Context: an optimization exercise on an open-source flow, tuned for small area. The choices shown serve that exercise and are no tape-out recipe. Only simulation tests tie the RTL to the original design; equivalence was not proved. Power figures rest on the tool's default switching activity, not on a simulated workload. The flow treats the clock pin as an ideal source, which a real chip does not have.

==> flow/design.v <==
module pe_relay_store #(
    parameter int WIDTH = 132
) (
    input  logic             clk,
    input  logic [WIDTH-1:0] i_data,
    input  logic             i_sel_h,
    input  logic             i_sel_in,
    input  logic             i_sel_t0,
    input  logic             i_sel_t1,
    input  logic             i_sel_t2,
    input  logic             i_we0,
    input  logic             i_we1,
    input  logic             i_we2,
    input  logic             i_keep0,
    input  logic             i_keep1,
    input  logic             i_keep2,
    output logic [WIDTH-1:0] o_head
);
    logic [WIDTH-1:0] r_head;
    logic [WIDTH-1:0] r_t0, r_t1, r_t2;
    always_ff @(posedge clk) begin
        r_head <= (r_head & {WIDTH{i_sel_h}})
                | (i_data & {WIDTH{i_sel_in}})
                | (r_t0   & {WIDTH{i_sel_t0}})
                | (r_t1   & {WIDTH{i_sel_t1}})
                | (r_t2   & {WIDTH{i_sel_t2}});
    end
    always_ff @(posedge clk) begin
        r_t0 <= (i_data & {WIDTH{i_we0}}) | (r_t0 & {WIDTH{i_keep0}});
        r_t1 <= (i_data & {WIDTH{i_we1}}) | (r_t1 & {WIDTH{i_keep1}});
        r_t2 <= (i_data & {WIDTH{i_we2}}) | (r_t2 & {WIDTH{i_keep2}});
    end
    assign o_head = r_head;
endmodule
module pe_relay_chan #(
    parameter int WIDTH    = 132,
    parameter int CNT_BITS = 3
) (
    input  logic                clk,
    input  logic                reset,
    input  logic                i_run,
    input  logic [WIDTH-1:0]    i_data,
    input  logic                i_valid,
    output logic                o_ready,
    output logic [WIDTH-1:0]    o_data,
    output logic                o_valid,
    input  logic                i_ready,
    output logic [CNT_BITS-1:0] o_count
);
    logic [WIDTH-1:0]    w_head;
    logic [CNT_BITS-1:0] r_count;
    logic [1:0]          r_rp;       
    logic [1:0]          r_wp;       
    logic w_empty, w_one, w_full;
    logic w_ready, w_valid, w_push, w_pop;
    logic w_head_in, w_head_tail, w_tail_wr;
    logic w_sel_h, w_sel_in, w_sel_t0, w_sel_t1, w_sel_t2;
    logic w_we0, w_we1, w_we2;
    always_comb begin
        w_empty = (r_count == 3'd0);
        w_one   = (r_count == 3'd1);
        w_full  = r_count[2];
        w_ready = i_run && !w_full;
        w_valid = i_run && !w_empty;
        w_push  = i_valid && w_ready;
        w_pop   = w_valid && i_ready;
        w_head_in   = w_push && (w_empty || (w_one && w_pop));
        w_head_tail = w_pop && !w_empty && !w_one;
        w_tail_wr   = w_push && !w_head_in;
        w_sel_in = !reset && w_head_in;
        w_sel_t0 = !reset && w_head_tail && (r_rp == 2'd0);
        w_sel_t1 = !reset && w_head_tail && (r_rp == 2'd1);
        w_sel_t2 = !reset && w_head_tail && (r_rp == 2'd2);
        w_sel_h  = !reset && !w_head_in && !w_head_tail;
        w_we0 = !reset && w_tail_wr && (r_wp == 2'd0);
        w_we1 = !reset && w_tail_wr && (r_wp == 2'd1);
        w_we2 = !reset && w_tail_wr && (r_wp == 2'd2);
    end
    pe_relay_store #(.WIDTH(WIDTH)) u_store (
        .clk(clk), .i_data(i_data),
        .i_sel_h(w_sel_h), .i_sel_in(w_sel_in),
        .i_sel_t0(w_sel_t0), .i_sel_t1(w_sel_t1), .i_sel_t2(w_sel_t2),
        .i_we0(w_we0), .i_we1(w_we1), .i_we2(w_we2),
        .i_keep0(!w_we0), .i_keep1(!w_we1), .i_keep2(!w_we2),
        .o_head(w_head)
    );
    always_ff @(posedge clk) begin
        if (reset) begin
            r_count <= 3'd0;
            r_rp    <= 2'd0;
            r_wp    <= 2'd0;
        end else begin
            if (w_tail_wr)   r_wp <= (r_wp == 2'd2) ? 2'd0 : r_wp + 2'd1;
            if (w_head_tail) r_rp <= (r_rp == 2'd2) ? 2'd0 : r_rp + 2'd1;
            case ({w_push, w_pop})
                2'b10:   r_count <= r_count + 3'd1;
                2'b01:   r_count <= r_count - 3'd1;
                default: r_count <= r_count;
            endcase
        end
    end
    always_comb begin
        o_ready = w_ready;
        o_valid = w_valid;
        o_data  = w_head;
        o_count = r_count;
    end
endmodule
module pe_relay_fifo3 #(
    parameter int EAST_WIDTH  = 132,
    parameter int NORTH_WIDTH = 164,
    parameter int SOUTH_WIDTH = 164,
    parameter int DEPTH       = 4,
    parameter int CNT_BITS    = $clog2(DEPTH) + 1
) (
    input  logic                   clk,
    input  logic                   reset,
    input  logic                   ap_start,
    input  logic [EAST_WIDTH-1:0]  in_from_east,
    input  logic                   in_east_valid,
    output logic                   in_east_ready,
    output logic [EAST_WIDTH-1:0]  out_to_east,
    output logic                   out_east_valid,
    input  logic                   out_east_ready,
    input  logic [NORTH_WIDTH-1:0] in_from_north,
    input  logic                   in_north_valid,
    output logic                   in_north_ready,
    output logic [NORTH_WIDTH-1:0] out_to_north,
    output logic                   out_north_valid,
    input  logic                   out_north_ready,
    input  logic [SOUTH_WIDTH-1:0] in_from_south,
    input  logic                   in_south_valid,
    output logic                   in_south_ready,
    output logic [SOUTH_WIDTH-1:0] out_to_south,
    output logic                   out_south_valid,
    input  logic                   out_south_ready,
    output logic [CNT_BITS-1:0]    east_count,
    output logic [CNT_BITS-1:0]    north_count,
    output logic [CNT_BITS-1:0]    south_count,
    output logic                   busy
);
    logic [CNT_BITS-1:0] w_east_count;
    logic [CNT_BITS-1:0] w_north_count;
    logic [CNT_BITS-1:0] w_south_count;
    pe_relay_chan #(.WIDTH(EAST_WIDTH), .CNT_BITS(CNT_BITS)) u_east (
        .clk(clk), .reset(reset), .i_run(ap_start),
        .i_data(in_from_east), .i_valid(in_east_valid), .o_ready(in_east_ready),
        .o_data(out_to_east), .o_valid(out_east_valid), .i_ready(out_east_ready),
        .o_count(w_east_count)
    );
    pe_relay_chan #(.WIDTH(NORTH_WIDTH), .CNT_BITS(CNT_BITS)) u_north (
        .clk(clk), .reset(reset), .i_run(ap_start),
        .i_data(in_from_north), .i_valid(in_north_valid), .o_ready(in_north_ready),
        .o_data(out_to_north), .o_valid(out_north_valid), .i_ready(out_north_ready),
        .o_count(w_north_count)
    );
    pe_relay_chan #(.WIDTH(SOUTH_WIDTH), .CNT_BITS(CNT_BITS)) u_south (
        .clk(clk), .reset(reset), .i_run(ap_start),
        .i_data(in_from_south), .i_valid(in_south_valid), .o_ready(in_south_ready),
        .o_data(out_to_south), .o_valid(out_south_valid), .i_ready(out_south_ready),
        .o_count(w_south_count)
    );
    always_comb begin
        east_count  = w_east_count;
        north_count = w_north_count;
        south_count = w_south_count;
        busy        = (w_east_count != {CNT_BITS{1'b0}}) ||
                      (w_north_count != {CNT_BITS{1'b0}}) ||
                      (w_south_count != {CNT_BITS{1'b0}});
    end
endmodule
==> flow/config.mk <==
export PLATFORM = sky130hd
export DESIGN_NAME = pe_relay_fifo3
export DESIGN_NICKNAME = pe_relay_fifo3
export VERILOG_FILES = /design/flow/design.v
export SDC_FILE = /design/flow/constraint.sdc
export NUM_CORES = 4
export LEC_CHECK = 0
export CAP_MARGIN = 20
export CORE_MARGIN = 2
export CORE_UTILIZATION = 40
export SLEW_MARGIN = 20
export SYNTH_HIERARCHICAL = 1
==> flow/constraint.sdc <==
create_clock -name core_clock -period 5.0 [get_ports {clk}]
set_input_delay 1.0000 -clock core_clock [delete_from_list [all_inputs] [get_ports {clk}]]
set_output_delay 1.0000 -clock core_clock [all_outputs]
set_load 0.01 [all_outputs]
standard.sh (not shown) runs the stock make flow with config.mk's settings and CLKGATE_MAP_FILE= SYNTH_SCRIPT=/design/flow/synth_recipe.tcl, a recipe that flattens the netlist after the stock synthesis.
==> flow/flow/run.sh <==
#!/bin/bash
# Standard ORFS layout (standard synthesis included) with the smallest
# buffer on every port and a clock tree of clkbuf_8 clusters without dummy loads.
set -euo pipefail
export BUFFER_PORTS_ARGS="-buffer_cell sky130_fd_sc_hd__buf_1"
export CTS_ARGS="-sink_clustering_enable -repair_clock_nets -dont_use_dummy_load -buf_list {sky130_fd_sc_hd__clkbuf_8} -sink_clustering_size 15 -sink_clustering_max_diameter 80"
bash standard.sh finish > standard_flow.log 2>&1
The baseline completed without violations.
Then changed:
==> flow/flow/run.sh (replaced) <==
#!/bin/bash
# Standard ORFS layout (standard synthesis included) with the smallest
# buffer on every port and a clock tree of clkbuf_16 clusters without dummy loads.
set -euo pipefail
export BUFFER_PORTS_ARGS="-buffer_cell sky130_fd_sc_hd__buf_1"
export CTS_ARGS="-sink_clustering_enable -repair_clock_nets -dont_use_dummy_load -buf_list {sky130_fd_sc_hd__clkbuf_16} -sink_clustering_size 30 -sink_clustering_max_diameter 120"
bash standard.sh finish > standard_flow.log 2>&1
--- a/flow/config.mk
+++ b/flow/config.mk
@@ -9,3 +9,3 @@
 export CORE_MARGIN = 2
-export CORE_UTILIZATION = 40
+export CORE_UTILIZATION = 70
 export SLEW_MARGIN = 20
Outcome: Die area decreases by well over a third. Routed wire length decreases by a few percent. Synthesized cell count does not change. Worst setup slack gets better by 0.59 ns. Cell count decreases by roughly a tenth.
Then changed:
--- a/flow/config.mk
+++ b/flow/config.mk
@@ -9,3 +9,3 @@
 export CORE_MARGIN = 2
-export CORE_UTILIZATION = 70
+export CORE_UTILIZATION = 55
 export SLEW_MARGIN = 20
Outcome:
- The new run passed the timing, DRC and antenna checks
- count of clock-buffer cells in the layout is unchanged
- area after synthesis stays the same
- clock power is higher by about 1%
- worst setup slack is worse by 0.16 ns

==> port drivers added, routing unchanged <==
How much do the figures lean on ideal ports? The routed layouts below were timed once more, with nothing changed but the port constraints.
Step 1 (the two cells are an assumption about what drives the block):
set clk [get_ports {clk}]
set_driving_cell -lib_cell sky130_fd_sc_hd__clkbuf_16 $clk
set_driving_cell -lib_cell sky130_fd_sc_hd__buf_2 [delete_from_list [all_inputs] $clk]
Step 2 moves the port delays by t, midway between the first and last clock arrival at a register: inputs arrive t later, outputs are due t later. That takes back most of the time a late clock gives input paths.
Three values: ideal ports, drivers, drivers and shift; two values: the first two.
| run | shift t [ns] | setup WS [ns] | worst data-port slew with drivers (ns) |
|---|---|---|---|
| the first run | 0.895 | 1.067 / 0.989 / 1.173 | 0.28 |
| the second run | 0.726 | 1.655 / 1.611 / 1.038 | 0.21 |
| the third run | 0.743 | 1.495 / 1.416 / 1.130 | 0.19 |
After both steps setup and hold are still met in every run listed. The setup slack of the second run, which loses most, moves by -0.044 ns with the drivers and by -0.617 ns with both steps.
